From an optimization exercise on the open Yosys and OpenROAD flow, aimed at small area, a short achievable clock period and few clock cycles; shortcuts taken in it are not production practice. In this exercise RTL edits were held to simulation tests only and were not proved equivalent to the original. Power is estimated from default activity; no workload was simulated.

**design/flow/design.v**
```verilog
`default_nettype none
package core_pkg;
    typedef enum logic [6:0] {
        OPC_OP     = 7'b0110011,
        OPC_OP_IMM = 7'b0010011,
        OPC_LOAD   = 7'b0000011,
        OPC_STORE  = 7'b0100011,
        OPC_BRANCH = 7'b1100011,
        OPC_JAL    = 7'b1101111
    } opcode_e;
    typedef enum logic [2:0] {ALU_ADD, ALU_SUB, ALU_AND, ALU_OR, ALU_XOR, ALU_SLT} alu_op_e;
    typedef enum logic [1:0] {BR_NONE, BR_BEQ, BR_BNE, BR_JUMP} br_op_e;
    typedef enum logic [1:0] {WB_ALU, WB_MEM, WB_PC4} wb_sel_e;
    typedef struct packed {
        logic    reg_we;
        logic    mem_read;
        logic    mem_write;
        logic    b_is_imm;
        alu_op_e alu_op;
        br_op_e  br_op;
        wb_sel_e wb_sel;
    } ctrl_t;
    typedef struct packed {
        logic                    we;
        logic [5-1:0] rd;
        logic [64-1:0]   data;
    } bypass_t;
    typedef struct packed {
        logic                  taken;
        logic [64-1:0] target;
    } redirect_t;
endpackage
`default_nettype wire
`timescale 1ns/1ps
`default_nettype none
module rf_read (
    input  logic [31*64-1:0] r,
    input  logic [4:0]       rs,
    output logic [63:0]      v
);
    logic [63:0] w [32];
    always_comb begin
        w[0] = 64'd0;
        for (int i = 1; i < 32; i++) w[i] = r[(i-1)*64 +: 64];
    end
    assign v = w[rs];
endmodule
`default_nettype wire
`timescale 1ns/1ps
`default_nettype none
module pfx_add #(parameter int W = 64) (
    input  logic [W-1:0] a,
    input  logic [W-1:0] b,
    input  logic         cin,
    output logic [W-1:0] s,
    output logic         ctop,
    output logic         cout
);
    localparam int L = (W > 32) ? 6 : (W > 16) ? 5 : (W > 8) ? 4 : (W > 4) ? 3 : (W > 2) ? 2 : 1;
    logic [W-1:0] g [L+1];
    logic [W-1:0] p [L+1];
    logic [W-1:0] hp;
    logic [W:0]   c;
    assign hp = a ^ b;
    always_comb begin
        g[0] = a & b;
        p[0] = hp;
        g[0][0] = (a[0] & b[0]) | (hp[0] & cin);
        p[0][0] = 1'b0;
        for (int l = 0; l < L; l++) begin
            for (int i = 0; i < W; i++) begin
                if ((i >> l) & 1) begin
                    g[l+1][i] = g[l][i] | (p[l][i] & g[l][((i >> l) << l) - 1]);
                    p[l+1][i] = p[l][i] & p[l][((i >> l) << l) - 1];
                end else begin
                    g[l+1][i] = g[l][i];
                    p[l+1][i] = p[l][i];
                end
            end
        end
        c[0] = cin;
        for (int i = 0; i < W; i++) c[i+1] = g[L][i];
    end
    assign s    = hp ^ c[W-1:0];
    assign ctop = c[W-1];
    assign cout = c[W];
endmodule
module pfx_mask #(parameter int W = 64, parameter bit DEC = 1'b0) (
    input  logic [W-1:0] x,
    output logic [W-1:0] m
);
    localparam int L = (W > 32) ? 6 : (W > 16) ? 5 : (W > 8) ? 4 : (W > 4) ? 3 : (W > 2) ? 2 : 1;
    logic [W-1:0] t [L+1];
    always_comb begin
        t[0] = DEC ? ~x : x;
        for (int l = 0; l < L; l++) begin
            for (int i = 0; i < W; i++) begin
                if ((i >> l) & 1) t[l+1][i] = t[l][i] & t[l][((i >> l) << l) - 1];
                else              t[l+1][i] = t[l][i];
            end
        end
        m[0] = 1'b1;
        for (int i = 1; i < W; i++) m[i] = t[L][i-1];
    end
endmodule
module off_add #(parameter int W = 64, parameter int NL = 21, parameter bit POS = 1'b0) (
    input  logic [W-1:0]  a,
    input  logic [NL-1:0] off,
    output logic [W-1:0]  s
);
    logic [NL-1:0]   lo;
    logic            co;
    logic [W-NL-1:0] mi, md;
    pfx_add #(.W(NL)) u_lo (.a(a[NL-1:0]), .b(off), .cin(1'b0), .s(lo), .cout(co));
    pfx_mask #(.W(W-NL), .DEC(1'b0)) u_inc (.x(a[W-1:NL]), .m(mi));
    if (POS) begin : g_pos
        assign md = '0;
        assign s  = {a[W-1:NL] ^ (mi & {(W-NL){co}}), lo};
    end else begin : g_sgn
        pfx_mask #(.W(W-NL), .DEC(1'b1)) u_dec (.x(a[W-1:NL]), .m(md));
        assign s = {a[W-1:NL] ^ ((mi & {(W-NL){co & ~off[NL-1]}}) |
                                 (md & {(W-NL){~co & off[NL-1]}})), lo};
    end
endmodule
module fetch_add (
    input  logic [63:0] pc,
    input  logic [20:0] off,
    output logic [63:0] pc_inc,
    output logic [63:0] tgt
);
    logic [20:0] lo;
    logic        co;
    logic [42:0] mi, md;
    logic [18:0] ml;
    pfx_add #(.W(21)) u_lo (.a(pc[20:0]), .b(off), .cin(1'b0), .s(lo), .cout(co));
    pfx_mask #(.W(43), .DEC(1'b0)) u_inc (.x(pc[63:21]), .m(mi));
    pfx_mask #(.W(43), .DEC(1'b1)) u_dec (.x(pc[63:21]), .m(md));
    pfx_mask #(.W(19), .DEC(1'b0)) u_low (.x(pc[20:2]), .m(ml));
    assign tgt = {pc[63:21] ^ ((mi & {43{co & ~off[20]}}) | (md & {43{~co & off[20]}})), lo};
    assign pc_inc = {pc[63:21] ^ (mi & {43{&pc[20:2]}}), pc[20:2] ^ ml, pc[1:0]};
endmodule
`default_nettype wire
`default_nettype none
module ex_alu (
    input  logic [63:0] a,
    input  logic [63:0] b,
    input  logic        sub,
    input  logic        s_and,
    input  logic        s_or,
    input  logic        s_xor,
    input  logic        s_jal,
    input  logic [63:0] alt,
    output logic [63:0] sum,
    output logic [63:0] sumn,
    output logic        lt,
    output logic [63:0] oth
);
    logic c63;
    pfx_add #(.W(64)) u_sum (.a(a), .b(b), .cin(sub), .s(sum), .ctop(c63), .cout());
    assign sumn = ~sum;
    assign lt   = (a[63] == b[63]) ? a[63] : ~c63;
    assign oth = ({64{s_and}} & (a & b)) |
                 ({64{s_or}}  & (a | b)) |
                 ({64{s_xor}} & (a ^ b)) |
                 ({64{s_jal}} & alt);
endmodule
module fmux #(parameter bit USE_L = 1'b1, parameter bit USE_T = 1'b0,
              parameter bit USE_N = 1'b0) (
    input  logic        sS,
    input  logic        sN,
    input  logic        sL,
    input  logic        inv,
    input  logic        sT,
    input  logic [63:0] sum,
    input  logic [63:0] sumn,
    input  logic        lt,
    input  logic [63:0] tgt,
    input  logic [63:0] rest,
    output logic [63:0] y
);
    always_comb begin
        if (sS)                y = sum;
        else if (USE_N && sN)  y = sumn;
        else if (USE_L && sL)  y = {63'd0, lt} ^ {64{USE_N && inv}};
        else if (USE_T && sT)  y = tgt;
        else                   y = rest;
    end
endmodule
`default_nettype wire
`timescale 1ns/1ps
`default_nettype none
module core_top (
    input  logic                    clk,
    input  logic                    rst,
    output logic [64-1:0]   pc,
    input  logic [32-1:0]   inst,
    output logic [64-1:0]   dmem_addr,
    output logic                    dmem_we,
    output logic [64-1:0]   dmem_wdata,
    output logic                    dmem_re,
    input  logic [64-1:0]   dmem_rdata,
    input  logic                    mem_stall,
    output logic                    commit_valid,
    output logic [64-1:0]   commit_pc,
    output logic [5-1:0] commit_rd,
    output logic                    commit_we,
    output logic [64-1:0]   commit_data
);
    logic [6:0] opc;
    logic [2:0] f3;
    logic [6:0] f7;
    logic [4:0] rd, rs1, rs2;
    assign opc = inst[6:0];
    assign f3  = inst[14:12];
    assign f7  = inst[31:25];
    assign rd  = inst[11:7];
    assign rs1 = inst[19:15];
    assign rs2 = inst[24:20];
    logic is_op, is_opimm, is_load, is_store, is_bropc, is_jal;
    assign is_op    = (opc == 7'b0110011);
    assign is_opimm = (opc == 7'b0010011);
    assign is_load  = (opc == 7'b0000011);
    assign is_store = (opc == 7'b0100011);
    assign is_bropc = (opc == 7'b1100011);
    assign is_jal   = (opc == 7'b1101111);
    logic f7z, op_add, op_sub, op_and, op_or, op_xor, op_slt;
    assign f7z    = (f7 == 7'h00);
    assign op_add = is_op && f7z && (f3 == 3'b000);
    assign op_sub = is_op && (f7 == 7'h20) && (f3 == 3'b000);
    assign op_and = is_op && f7z && (f3 == 3'b111);
    assign op_or  = is_op && f7z && (f3 == 3'b110);
    assign op_xor = is_op && f7z && (f3 == 3'b100);
    assign op_slt = is_op && f7z && (f3 == 3'b010);
    logic d_addi, d_ld, d_sd, d_br, d_we, d_pred, d_bimm, d_sub;
    assign d_addi = is_opimm && (f3 == 3'b000);
    assign d_ld   = is_load && (f3 == 3'b011);
    assign d_sd   = is_store && (f3 == 3'b011);
    assign d_br   = is_bropc && (f3[2:1] == 2'b00);
    assign d_we   = (rd != 5'd0) &&
                    (op_add || op_sub || op_and || op_or || op_xor || op_slt ||
                     d_addi || d_ld || is_jal);
    assign d_pred = is_jal || (d_br && (inst[31] || f3[0]));
    assign d_bimm = d_addi || d_ld || d_sd;
    assign d_sub  = op_sub || op_slt;
    logic [11:0] d_imm12;
    logic [12:0] d_boff;
    assign d_imm12 = is_store ? {inst[31:25], inst[11:7]} : inst[31:20];
    assign d_boff  = {inst[31], inst[7], inst[30:25], inst[11:8], 1'b0};
    logic [20:0] off;
    logic [63:0] pred_tgt;
    logic [63:0] pc_inc;
    assign off = inst[2] ? {inst[31], inst[19:12], inst[20], inst[30:21], 1'b0}
                         : {{8{d_boff[12]}}, d_boff};
    fetch_add u_fadd (.pc(pc), .off(off), .pc_inc(pc_inc), .tgt(pred_tgt));
    logic        ex_valid;
    logic [63:0] ex_pc;
    logic [63:0] ex_a;      
    logic [63:0] ex_b;      
    logic [63:0] ex_alt;    
    logic [4:0]  ex_rd;
    logic        ex_we;
    logic        ex_s_sum, ex_sub, ex_s_and, ex_s_or, ex_s_xor, ex_s_slt;
    logic        ex_ld, ex_sd, ex_br, ex_bne, ex_jal, ex_pred;
    logic        m_valid;
    logic [63:0] m_pc;
    logic [63:0] m_res;     
    logic [63:0] m_wdata;
    logic [4:0]  m_rd;
    logic        m_we;
    logic        m_ld;
    logic        m_mre, m_mwe;
    logic [63:0] sum, sumn, oth;
    logic        lt;
    ex_alu u_alu (.a(ex_a), .b(ex_b), .sub(ex_sub), .s_and(ex_s_and), .s_or(ex_s_or),
        .s_xor(ex_s_xor), .s_jal(ex_jal), .alt(ex_alt), .sum(sum), .sumn(sumn), .lt(lt),
        .oth(oth));
    logic taken, mispredict;
    assign taken      = (ex_a == ex_b) ^ ex_bne;
    assign mispredict = ex_valid && ex_br && (taken != ex_pred);
    logic        stall;
    logic [63:0] m_result;
    assign stall    = mem_stall && (m_mre || m_mwe);
    assign m_result = m_ld ? dmem_rdata : m_res;
    assign dmem_addr  = m_res;
    assign dmem_wdata = m_wdata;
    assign dmem_we    = m_mwe;
    assign dmem_re    = m_mre;
    always_ff @(posedge clk) begin
        if (rst) commit_valid <= 1'b0;
        else     commit_valid <= m_valid && !stall;
    end
    always_ff @(posedge clk) begin
        commit_pc   <= m_pc;
        commit_rd   <= m_rd;
        commit_we   <= m_we;
        commit_data <= m_result;
    end
    logic [63:0] regs [1:31];
    logic [63:0] rv1, rv2, ra, rb, ralt, pc_oth;
    logic [63:0] ex_a_d, ex_b_d, ex_alt_d, m_res_d, pc_d;
    logic        sel_tgt;
    logic        e1, e2, m1, m2, use2, hz, kill, go;
    logic [31*64-1:0] rflat;
    always_comb begin
        for (int r = 1; r < 32; r++) rflat[(r-1)*64 +: 64] = regs[r];
    end
    rf_read u_rd1 (.r(rflat), .rs(rs1), .v(rv1));
    rf_read u_rd2 (.r(rflat), .rs(rs2), .v(rv2));
    assign e1 = ex_valid && ex_we && (ex_rd == rs1);
    assign e2 = ex_valid && ex_we && (ex_rd == rs2);
    assign m1 = m_valid && m_we && (m_rd == rs1);
    assign m2 = m_valid && m_we && (m_rd == rs2);
    assign ra   = e1 ? oth : (m1 ? m_result : rv1);
    assign rb   = e2 ? oth : (m2 ? m_result : rv2);
    assign ralt = d_sd ? rb : pc_inc;
    fmux u_fa (.sS(e1 && ex_s_sum), .sN(1'b0), .sL(e1 && ex_s_slt), .inv(1'b0), .sT(1'b0),
        .sum(sum), .sumn(sumn), .lt(lt), .tgt(64'd0), .rest(ra), .y(ex_a_d));
    fmux #(.USE_N(1'b1)) u_fb (.sS(e2 && ex_s_sum && !d_bimm && !d_sub),
        .sN(e2 && ex_s_sum && d_sub), .sL(e2 && ex_s_slt && !d_bimm), .inv(d_sub), .sT(1'b0),
        .sum(sum), .sumn(sumn), .lt(lt), .tgt(64'd0),
        .rest(d_bimm ? {{52{d_imm12[11]}}, d_imm12} : (rb ^ {64{d_sub}})), .y(ex_b_d));
    fmux #(.USE_T(1'b1)) u_falt (.sS(d_sd && e2 && ex_s_sum), .sN(1'b0),
        .sL(d_sd && e2 && ex_s_slt), .inv(1'b0), .sT(!d_sd && !d_pred), .sum(sum),
        .sumn(sumn), .lt(lt), .tgt(pred_tgt), .rest(ralt), .y(ex_alt_d));
    fmux u_fres (.sS(ex_s_sum), .sN(1'b0), .sL(ex_s_slt), .inv(1'b0), .sT(1'b0), .sum(sum),
        .sumn(sumn), .lt(lt), .tgt(64'd0), .rest(oth), .y(m_res_d));
    assign use2 = is_op || is_store || is_bropc;
    assign hz   = ex_ld && (e1 || (e2 && use2));
    assign sel_tgt = d_pred && !hz && !mispredict && !stall;
    assign pc_oth  = stall ? m_pc : (mispredict ? ex_alt : (hz ? pc : pc_inc));
    fmux #(.USE_L(1'b0), .USE_T(1'b1)) u_fpc (.sS(1'b0), .sN(1'b0), .sL(1'b0), .inv(1'b0),
        .sT(sel_tgt), .sum(64'd0), .sumn(64'd0), .lt(1'b0), .tgt(pred_tgt), .rest(pc_oth),
        .y(pc_d));
    assign kill = mispredict || stall;
    assign go   = !kill && !hz;
    always_ff @(posedge clk) begin
        if (m_valid && m_we && !stall) begin
            regs[m_rd] <= m_result;
        end
    end
    always_ff @(posedge clk) begin
        if (rst) begin
            pc <= 64'h0000_0000_0000_0000;
        end else begin
            pc <= pc_d;
        end
    end
    always_ff @(posedge clk) begin
        if (rst) begin
            ex_valid <= 1'b0;
            m_valid  <= 1'b0;
            m_mre    <= 1'b0;
            m_mwe    <= 1'b0;
        end else begin
            ex_valid <= go;
            m_valid  <= ex_valid && !stall;
            m_mre    <= ex_valid && !stall && ex_ld;
            m_mwe    <= ex_valid && !stall && ex_sd;
        end
    end
    always_ff @(posedge clk) begin
        ex_pc    <= pc;
        ex_a     <= ex_a_d;
        ex_b     <= ex_b_d;
        ex_alt   <= ex_alt_d;
        ex_rd    <= rd;
        ex_we    <= d_we;
        ex_s_sum <= op_add || op_sub || d_bimm;   
        ex_sub   <= d_sub;
        ex_s_and <= op_and;
        ex_s_or  <= op_or;
        ex_s_xor <= op_xor;
        ex_s_slt <= op_slt;
        ex_ld    <= d_ld;
        ex_sd    <= d_sd;
        ex_br    <= d_br;
        ex_bne   <= f3[0];
        ex_jal   <= is_jal;
        ex_pred  <= d_pred;
    end
    always_ff @(posedge clk) begin
        m_pc    <= ex_pc;
        m_res   <= m_res_d;
        m_wdata <= ex_alt;
        m_rd    <= ex_rd;
        m_we    <= ex_we;
        m_ld    <= ex_ld;
    end
endmodule
`default_nettype wire
```
**design/flow/run.sh**
```bash
#!/bin/bash
# synth_recipe.tcl (not shown) runs the flow's synth.tcl, then flattens the netlist and writes it again
# the make line also repeats each setting of config.mk as NAME=value (left out here)
make -C /OpenROAD-flow-scripts/flow DESIGN_CONFIG=/design/flow/config.mk WORK_HOME=/design/flow/orfs CLKGATE_MAP_FILE= SYNTH_SCRIPT=/design/flow/synth_recipe.tcl finish
```
**design/flow/config.mk**
```make
export PLATFORM = sky130hd
export DESIGN_NAME = core_top
export DESIGN_NICKNAME = core_top
export VERILOG_FILES = /design/flow/design.v
export SDC_FILE = /design/flow/constraint.sdc
export NUM_CORES = 4
export LEC_CHECK = 0
export CAP_MARGIN = 20
export CORE_MARGIN = 2
export CORE_UTILIZATION = 35
export PLACE_DENSITY = 0.45
export SETUP_SLACK_MARGIN = 2.9
export SLEW_MARGIN = 20
export SYNTH_HIERARCHICAL = 1
```
**design/flow/constraint.sdc**
```tcl
create_clock -name core_clock -period 6.5 [get_ports {clk}]
set_input_delay 1.3000 -clock core_clock [delete_from_list [all_inputs] [get_ports {clk}]]
set_output_delay 1.3000 -clock core_clock [all_outputs]
set_load 0.01 [all_outputs]
```
==> run_results.csv, run 1 <==
group,metric,value,unit
logic_synthesis,synth_warnings,25,
clocking,insertion_delay,0.99,ns
power_and_ir_drop,power.density,258.8,mW/mm^2
job,maxCapViolCount,0,
layout,drive_above_1_share,26.08,%
route,drt_iter0_drc,16010,
timing,slew_viol_final,0,
grt,grt_max_degree,133,
logic_synthesis,syn_area,0.1281,sq mm
clocking,h-tree-depth,5,
timing,skew,0.07921,ns
clocking,cts_max_path_buffers,4,
setup_path,critPathSlowestCell,"or4_4",
setup_path,worstPathArrival,4.74,ns
logic_synthesis,synthCells,10414,
timing,worstMarginPinSlew,1.245,ns
timing,timing.slew.headroom,16.97,%
floorplanning,core,0.3650,sq mm
route,drtPass1Iterations,6,
grt,antenna_found_initial,68,
layout,syn_to_final_growth,27.85,%
layout,final_common_cell,"edfxtp_1",
setup_path,startpoint_type,"input port",
layout,layout_common_cells,"edfxtp_1 (1,984), a22oi_1 (1,148), nand2_1 (833)",
placement,dpl_worst_slack,0.5195,ns
setup_path,crit_type,"in2reg",
setup_path,worst_setup_path_end_kind,"register",
setup_path,path_cells,"buf_16 -> buf_12 -> or3b_4 -> nor2_4 -> buf_12 -> buf_6 -> buf_16 -> buf_16 -> buf_12 -> a22oi_2 -> nand4_1 -> or4_4 -> mux2_4 -> mux2i_4 -> mux2i_1 -> nand2_1 -> nor2b_4 -> o22ai_1 -> o21ai_1",
timing,setup_violations,0,
timing,min_period,3.913,ns
route,drc,0,
floorplanning,die_h,608.9,um
grt,grt_usage,35.11,%
floorplanning,die_x,608.9,um
timing,tns,0,ns
route,wl_per_cell,41.11,um
route,num_vias,106750,
clocking,clk_pin_slew,0.06,ns
route,ant_nets,0,
setup_path,regToRegSetupSlack,2.79,ns
clocking,numCtsBuffers,316,
grt,grt_overflow,0,
clocking,cts_root_buf,"clkbuf_16",
placement,port_buffers,427,
power_and_ir_drop,leakage,56.52,nW
timing,timing.hold.ws,0.3177,ns
layout,ff_latch_area,0.07316,sq mm
setup_path,critPathTopFamily,"simple AND/OR/NAND/NOR gates",
timing,rsz0062_at_grt,"yes",
layout,nets,11773,
placement,gp_congestion,0.9460,
worst_hold_path,hp-class,"reg2reg",
floorplanning,initial_core_util,35.09,%
floorplanning,die-area,0.3708,sq mm
setup_path,cp_slowest_stage_delay,0.69,ns
clocking,clock_sinks,2660,
outcome,status,"complete, no violations",
clocking,cts_tree,"built",
floorplanning,io_pins,428,
grt,grt_pass1_vias,99882,
timing,timing.fmax,255.6,MHz
route,wl,680800,um
timing,fin_crit_sh,60.20,%
placement,place_hpwl,413000,um
route,viasPerCell,6.445,
setup_path,crit_fanout,6,
layout,multi_input_area,0.05573,sq mm
layout,fill_cells,32978,
timing,hold_viol,0,
setup_path,crit_buf_inv,7,
floorplanning,rows,222,
setup_path,critPathRequiredTime,7.32,ns
power_and_ir_drop,vdd.ir_drop.worst,203.9,uV
logic_synthesis,synth_area_per_cell,12.30,sq um
timing,worst_slack,2.587,ns
grt,grt_pass1_wl,893100,um
==> report_power, final <==
part	total (mW)	switching [mW]	internal [mW]	leakage (nW)
Clock	18.3	7.72	10.6	5.08
Combinational	5.42	3.18	2.24	30.7
Sequential	18.6	0.340	18.3	20.8
Total	42.4	11.2	31.1	56.5
==> sequential cells by signal (all words and copies together), names as in the netlist, 5 cells and up <==
name and cells:
commit_data 64, commit_pc 64, commit_rd 5, ex_a 64, ex_alt 64, ex_b 64, ex_pc 64, ex_rd 5
m_pc 64, m_rd 5, m_res 64, m_wdata 64, pc 64, regs 1984
==> final timing paths <==
path	startpoint	to	depth (start not counted)
hold reg to reg	ex_pc[19]	m_pc[19]	0
hold / removal	ex_pc[19]	m_pc[19]	0
setup / recovery	inst[20]	ex_b[63]	19
setup reg to reg	m_rd[2]	ex_b[34]	11
==> per-layer routing <==
layer,wire length (um),GRT usage (%),vias to the layer above
met5,227,0,-
met1,263800,45.48,54651
li1,-,-,42712
met4,48180,20.38,28
met3,75270,9.065,1793
met2,293400,52.98,7566
==> what timing repair did <==
action,4_1_cts,5_1_grt
hold endpoints to repair,0,0
pin swaps,263,185
setup buffers,390,94
setup endpoints to repair,452,460
gates resized for setup,635,278
gates cloned,57,6
hold buffers,0,0
==> stage by stage <==
step                      instances  cell area, sq um  utilization, %  total power [mW]
after floorplan               10480            131800               -             21.17
after global placement        15400            142600           39.08             23.39
after detailed placement      15404            142700           39.10             23.41
after CTS                     16419            161300           44.20             42.15
after global routing          16528            163700           44.84             43.28
final                         16562            163700           44.86             42.38
==> area by class of cell <==
class / count / share of cell area [%]
Timing Repair Buffer: 1452 / 10.59
Multi-Input combinational cell: 6766 / 34.04
Clock inverter: 148 / 1.020
Sequential cell: 2660 / 44.68
Inverter: 257 / 0.5968
Clock buffer: 420 / 5.330
Antenna cell: 43 / 0.06571
Tap cell: 4816 / 3.680
Testbench counts, summed over its fixed seeds: cycles 52,865.
==> inputs of run 2 (changes only) <==
--- a/design/flow/config.mk
+++ b/design/flow/config.mk
@@ -10,5 +10,5 @@
 export CORE_UTILIZATION = 35
 export PLACE_DENSITY = 0.45
-export SETUP_SLACK_MARGIN = 2.9
+export SETUP_SLACK_MARGIN = 3.2
 export SLEW_MARGIN = 20
 export SYNTH_HIERARCHICAL = 1
==> run_results.csv, run 2 <==
group,metric,value,unit
clocking,numCtsBuffers,315,
setup_path,cp_slowest_stage_delay,0.70,ns
timing,setup_violations,0,
timing,hold_viol,0,
route,wl,711200,um
floorplanning,initial_core_util,35.09,%
setup_path,crit_fanout,5,
timing,tns,0,ns
clocking,cts_tree,"built",
layout,syn_to_final_growth,32.45,%
layout,layout_common_cells,"edfxtp_1 (1,984), a22oi_1 (1,099), nand2_1 (835)",
job,maxCapViolCount,0,
route,drc,0,
setup_path,regToRegSetupSlack,2.76,ns
layout,largest_reg_flops,1984,
setup_path,worst_setup_path_end_kind,"register",
placement,place_hpwl,407900,um
setup_path,worstPathArrival,4.69,ns
logic_synthesis,synth_area_per_cell,12.30,sq um
floorplanning,die_x,608.9,um
layout,top_register,"regs",
layout,fin_area,0.1696,sq mm
floorplanning,io_pins,428,
setup_path,startpoint_type,"input port",
clocking,insertion_delay,0.99,ns
timing,worstMarginPinSlew,1.149,ns
floorplanning,die_h,608.9,um
grt,grt_usage,36.17,%
clocking,cts_root_buf,"clkbuf_16",
placement,port_buffers,427,
timing,slew_viol_final,0,
clocking,clk_pin_slew,0.06,ns
grt,antenna_found_initial,71,
setup_path,critPathSlowestCell,"or4_4",
worst_hold_path,hp-class,"reg2reg",
layout,drive_above_1_share,30.72,%
timing,fin_crit_sh,59.77,%
route,num_vias,108476,
timing,skew,0.06137,ns
power_and_ir_drop,vdd.ir_drop.worst,188.5,uV
grt,gr-usage-met2,54.16,%
layout,fin_util,46.48,%
outcome,status,"complete, no violations",
route,drtPass1Iterations,9,
layout,final_common_cell,"edfxtp_1",
floorplanning,core,0.3650,sq mm
logic_synthesis,synth_warnings,25,
route,wl_per_cell,42.44,um
grt,grt_max_degree,129,
clocking,h-tree-depth,5,
grt,grt_pass1_wl,918500,um
setup_path,crit_top_cell,"buf_12",
grt,busiest_layer,"met2",
grt,use_met1,46.89,%
clocking,cts_max_path_buffers,4,
timing,timing.slew.headroom,23.39,%
grt,grtUsageMet3,10.18,%
floorplanning,die-area,0.3708,sq mm
grt,grt_overflow,0,
power_and_ir_drop,leakage,58.57,nW
route,viasPerCell,6.473,
timing,min_period,3.885,ns
clocking,clock_sinks,2660,
layout,nets,11981,
placement,dpl_cell_area,0.1430,sq mm
route,drt_iter0_drc,16562,
layout,fill_cells,32415,
placement,gp_congestion,0.9082,
setup_path,crit_type,"in2reg",
logic_synthesis,syn_area,0.1281,sq mm
power_and_ir_drop,power.density,251.6,mW/mm^2
timing,timing.fmax,257.4,MHz
logic_synthesis,synthCells,10414,
grt,grt_pass1_vias,101304,
setup_path,critPathRequiredTime,7.31,ns
route,ant_nets,0,
timing,rsz0062_at_grt,"yes",
setup_path,path_cells,"buf_16 -> buf_12 -> nor3b_4 -> buf_12 -> and2_4 -> buf_12 -> clkbuf_16 -> a22oi_2 -> o211ai_1 -> or4_4 -> mux2_4 -> mux2i_4 -> mux2i_1 -> nand2_1 -> nor2b_1 -> o22ai_1 -> o21ai_1",
floorplanning,rows,222,
## run 2: layout make-up
type                            count  area (sq um)  share of cell area [%]
Timing Repair Buffer             1645         20540                   12.11
Clock inverter                    151          1543                  0.9094
Inverter                          257         982.2                  0.5790
Clock buffer                      421          8751                   5.159
Multi-Input combinational cell   6782         58300                   34.37
Sequential cell                  2660         73430                   43.29
Tap cell                         4816          6026                   3.552
Antenna cell                       27         67.56                 0.03983
## run 2: power by group
| part | switching [mW] | total, mW | internal [mW] | leakage [nW] |
|---|---|---|---|---|
| Clock | 7.68 | 18.2 | 10.5 | 5.00 |
| Combinational | 3.35 | 5.80 | 2.45 | 32.7 |
| Sequential | 0.361 | 18.7 | 18.3 | 20.8 |
| Total | 11.4 | 42.7 | 31.3 | 58.6 |
## run 2: metal layers
layer / wire length [um] / up-vias
li1: - / 43199
met1: 271300 / 55481
met2: 304700 / 7902
met3: 84570 / 1858
met4: 50240 / 36
met5: 333 / -
## run 2: timing repair
item                       in CTS  in global routing
setup endpoints to repair     606                383
hold buffers                    0                  0
gates cloned                  103                 32
hold endpoints to repair        0                  0
gates resized for setup      1128                563
pin swaps                     346                404
buffers inserted              471                188
## run 2: worst max-delay path, delay by kind of cell
family	cells	cell delay, ns
muxes	3	0.72
buffers and inverters	5	0.79
and+or+nand+nor	5	1.23
AOI/OAI and AO/OA	4	0.60
## run 2: final timing paths
check | from | to | cells after the start
worst max-delay path | inst[21] | ex_b[59] | 17
worst min-delay path | ex_pc[19] | m_pc[19] | 0
worst max register to register | ex_b[0] | pc[50] | 14
worst min register to register | ex_pc[19] | m_pc[19] | 0
## run 2: through the flow
stage	hold slack, ns	instances	power [mW]	setup WS, ns
global route	0.3282	16740	43.53	2.606
CTS	0.3182	16512	42.22	2.766
finish	0.3218	16759	42.69	2.615
global placement	0.3097	15364	23.35	0.5826
floorplan	0.3096	10480	21.23	2.331
detailed placement	0.3121	15366	23.39	0.7043
==> inputs of run 3 (changes only) <==
--- a/design/flow/design.v
+++ b/design/flow/design.v
@@ -286,14 +286,9 @@
     assign dmem_we    = m_mwe;
     assign dmem_re    = m_mre;
-    always_ff @(posedge clk) begin
-        if (rst) commit_valid <= 1'b0;
-        else     commit_valid <= m_valid && !stall;
-    end
-    always_ff @(posedge clk) begin
-        commit_pc   <= m_pc;
-        commit_rd   <= m_rd;
-        commit_we   <= m_we;
-        commit_data <= m_result;
-    end
+    assign commit_valid = m_valid && !stall;
+    assign commit_pc    = m_pc;
+    assign commit_rd    = m_rd;
+    assign commit_we    = m_we;
+    assign commit_data  = m_result;
     logic [63:0] regs [1:31];
     logic [63:0] rv1, rv2, ra, rb, ralt, pc_oth;
--- a/design/flow/config.mk
+++ b/design/flow/config.mk
@@ -8,7 +8,7 @@
 export CAP_MARGIN = 20
 export CORE_MARGIN = 2
-export CORE_UTILIZATION = 35
-export PLACE_DENSITY = 0.45
-export SETUP_SLACK_MARGIN = 3.2
+export CORE_UTILIZATION = 40
+export PLACE_DENSITY = 0.5
+export SETUP_SLACK_MARGIN = 2.9
 export SLEW_MARGIN = 20
 export SYNTH_HIERARCHICAL = 1
==> run_results.csv, run 3 <==
group,metric,value,unit
setup_path,cp_slowest_stage_delay,0.51,ns
placement,dpl_cell_area,0.1383,sq mm
timing,min_period,3.975,ns
floorplanning,rows,205,
floorplanning,die_h,564.0,um
grt,antenna_found_initial,64,
floorplanning,initial_core_util,40.21,%
floorplanning,io_pins,428,
placement,place_hpwl,386200,um
logic_synthesis,syn_area,0.1254,sq mm
route,num_vias,106867,
layout,largest_reg_flops,1984,
timing,timing.fmax,251.6,MHz
placement,dpl_worst_slack,0.7173,ns
route,wl,669500,um
grt,grt_overflow,0,
floorplanning,core,0.3119,sq mm
power_and_ir_drop,p_comb_share,13.5,%
floorplanning,die_x,564.0,um
setup_path,worst_setup_path_end_kind,"register",
route,drtPass1Iterations,7,
route,ant_nets,0,
grt,grt_pass1_vias,99513,
setup_path,critPathSlowestCell,"or4_4",
setup_path,path_cells,"buf_16 -> buf_12 -> and3b_4 -> and2_4 -> buf_12 -> buf_16 -> a22oi_1 -> nand3_2 -> or4_4 -> mux2_4 -> mux2i_4 -> mux2i_1 -> nand2_1 -> nor2b_1 -> o22ai_1 -> o21ai_1",
setup_path,startpoint_type,"input port",
worst_hold_path,whs_path_depth,0,
setup_path,crit_buf_inv,4,
timing,setup_violations,0,
clocking,cts_root_buf,"clkbuf_16",
clocking,clock_sinks,2525,
setup_path,worstPathArrival,4.74,ns
layout,fin_area,0.1623,sq mm
logic_synthesis,synthCells,10149,
power_and_ir_drop,vdd.ir_drop.worst,229.5,uV
placement,dpl.cell_count,14443,
route,drt_iter0_drc,16896,
power_and_ir_drop,internal-power,28.96,mW
grt,use_met1,50.12,%
clocking,cts_tree,"built",
outcome,status,"complete, no violations",
power_and_ir_drop,p_sw,10.74,mW
grt,gr-usage-met2,58.13,%
timing,worstMarginPinSlew,1.347,ns
grt,grt_max_degree,101,
setup_path,reg2reg_depth,10,
setup_path,critPathRequiredTime,7.26,ns
timing,slew_viol_final,0,
timing,fin_crit_sh,61.15,%
power_and_ir_drop,netSwitchingFraction,27.06,%
timing,timing.slew.headroom,10.09,%
timing,skew,0.07253,ns
worst_hold_path,hp-class,"reg2reg",
grt,grt_pass1_wl,873000,um
clocking,numCtsBuffers,297,
logic_synthesis,synth_area_per_cell,12.36,sq um
setup_path,crit_type,"in2reg",
layout,layout_common_cells,"edfxtp_1 (1,984), a22oi_1 (1,106), buf_4 (652)",
layout,fin_util,52.04,%
power_and_ir_drop,power.density,244.6,mW/mm^2
logic_synthesis,synth_warnings,25,
clocking,holdBufCountCts,0,
clocking,h-tree-depth,5,
layout,top_register,"regs",
layout,stdcell_count,15796,
setup_path,rr_startpoint,"ex_b[0]",
layout,drive_above_1_share,28.56,%
route,drc,0,
power_and_ir_drop,p_seq_share,44.8,%
clocking,clk_pin_slew,0.06,ns
timing,worst_slack,2.525,ns
setup_path,critPathTopFamily,"simple AND/OR/NAND/NOR gates",
route,viasPerCell,6.765,
worst_hold_path,min_from,"ex_pc[4]",
clocking,cts_max_path_buffers,4,
floorplanning,die-area,0.3181,sq mm
timing,rsz0062_at_grt,"yes",
grt,grtUsageMet3,15.70,%
layout,syn_to_final_growth,29.41,%
power_and_ir_drop,power,39.70,mW
clocking,insertion_delay,0.98,ns
timing,hold_viol,0,
setup_path,path_depth,16,
setup_path,crit_fanout,13,
power_and_ir_drop,leakage,57.52,nW
job,maxCapViolCount,0,
placement,port_buffers,427,
route,wl_per_cell,42.38,um
layout,nets,11706,
power_and_ir_drop,clock_power_share,41.7,%
grt,grt_usage,40.21,%
timing,timing.hold.ws,0.3197,ns
setup_path,worstSetupStartpoint,"inst[21]",
placement,gp_congestion,0.9612,
grt,busiest_layer,"met2",
layout,final_common_cell,"edfxtp_1",
timing,tns,0,ns
[run 3: final cells by class]
| cell class | instances | area [sq um] |
|---|---|---|
| antenna | 40 | 100.1 |
| clock buffer | 356 | 7810 |
| clock inverter | 173 | 1491 |
| fill | 26556 | 149600 |
| inverter | 258 | 979.7 |
| multi-input combinational | 6675 | 56960 |
| sequential | 2525 | 70460 |
| tap | 4140 | 5180 |
| timing repair buffer | 1629 | 19340 |
[run 3: timing repair]
action                      CTS  global route
setup endpoints to repair   991           600
gates cloned                108            19
pin swaps                   360           283
setup buffers               511           146
resized for setup          1149           477
[run 3: metal layers]
metal	up-vias	part of all wire, %
met5	-	0.13
met1	53690	36
met2	8652	42
li1	42307	-
met3	2174	14
met4	44	7.6
[run 3: power groups by stage]
stage | registers [mW] | clock network, mW | logic [mW]
4_1_cts | 17.8 | 16.6 | 4.88
3_5_place_dp | 18.1 | 0 | 4.16
2_1_floorplan | 18.0 | 0 | 2.34
3_3_place_gp | 18.1 | 0 | 4.12
6_report | 17.8 | 16.6 | 5.36
5_1_grt | 17.8 | 17.2 | 5.46
[run 3: final timing paths]
path | slack (ns) | end
setup / recovery | 2.53 | ex_b[55]
hold / removal | 0.32 | m_pc[4]
setup reg to reg | 2.78 | pc[41]
hold reg to reg | 0.32 | m_pc[4]
Testbench counts of run 3, summed over its fixed seeds: cycles 52,737.

-- what the ideal ports hide --
The results above use ideal ports. As a check the final layouts listed here were re-extracted and re-timed, cells and wires unchanged. Step 1, drivers: a clkbuf_16 drives clk and a buf_2 each remaining input, both assumed. Step 2 also shifts input and output timing later by t, the mid clock arrival at the registers, as if the neighbouring blocks saw the same clock. Slacks: ideal ports / drivers / drivers and shift; pairs: ideal ports / drivers.
run	shift t [ns]	slack for setup (ns)	cell pins on the clock port's net
run 1	1.062	2.587 / 2.232 / 1.170	1
run 2	1.062	2.615 / 2.197 / 1.134	1
run 3	1.055	2.525 / 2.201 / 1.145	1
After both steps every run listed still meets setup and hold. For run 2, which loses most, drivers alone change the setup slack by -0.418 ns; drivers and shift together by -1.481 ns.
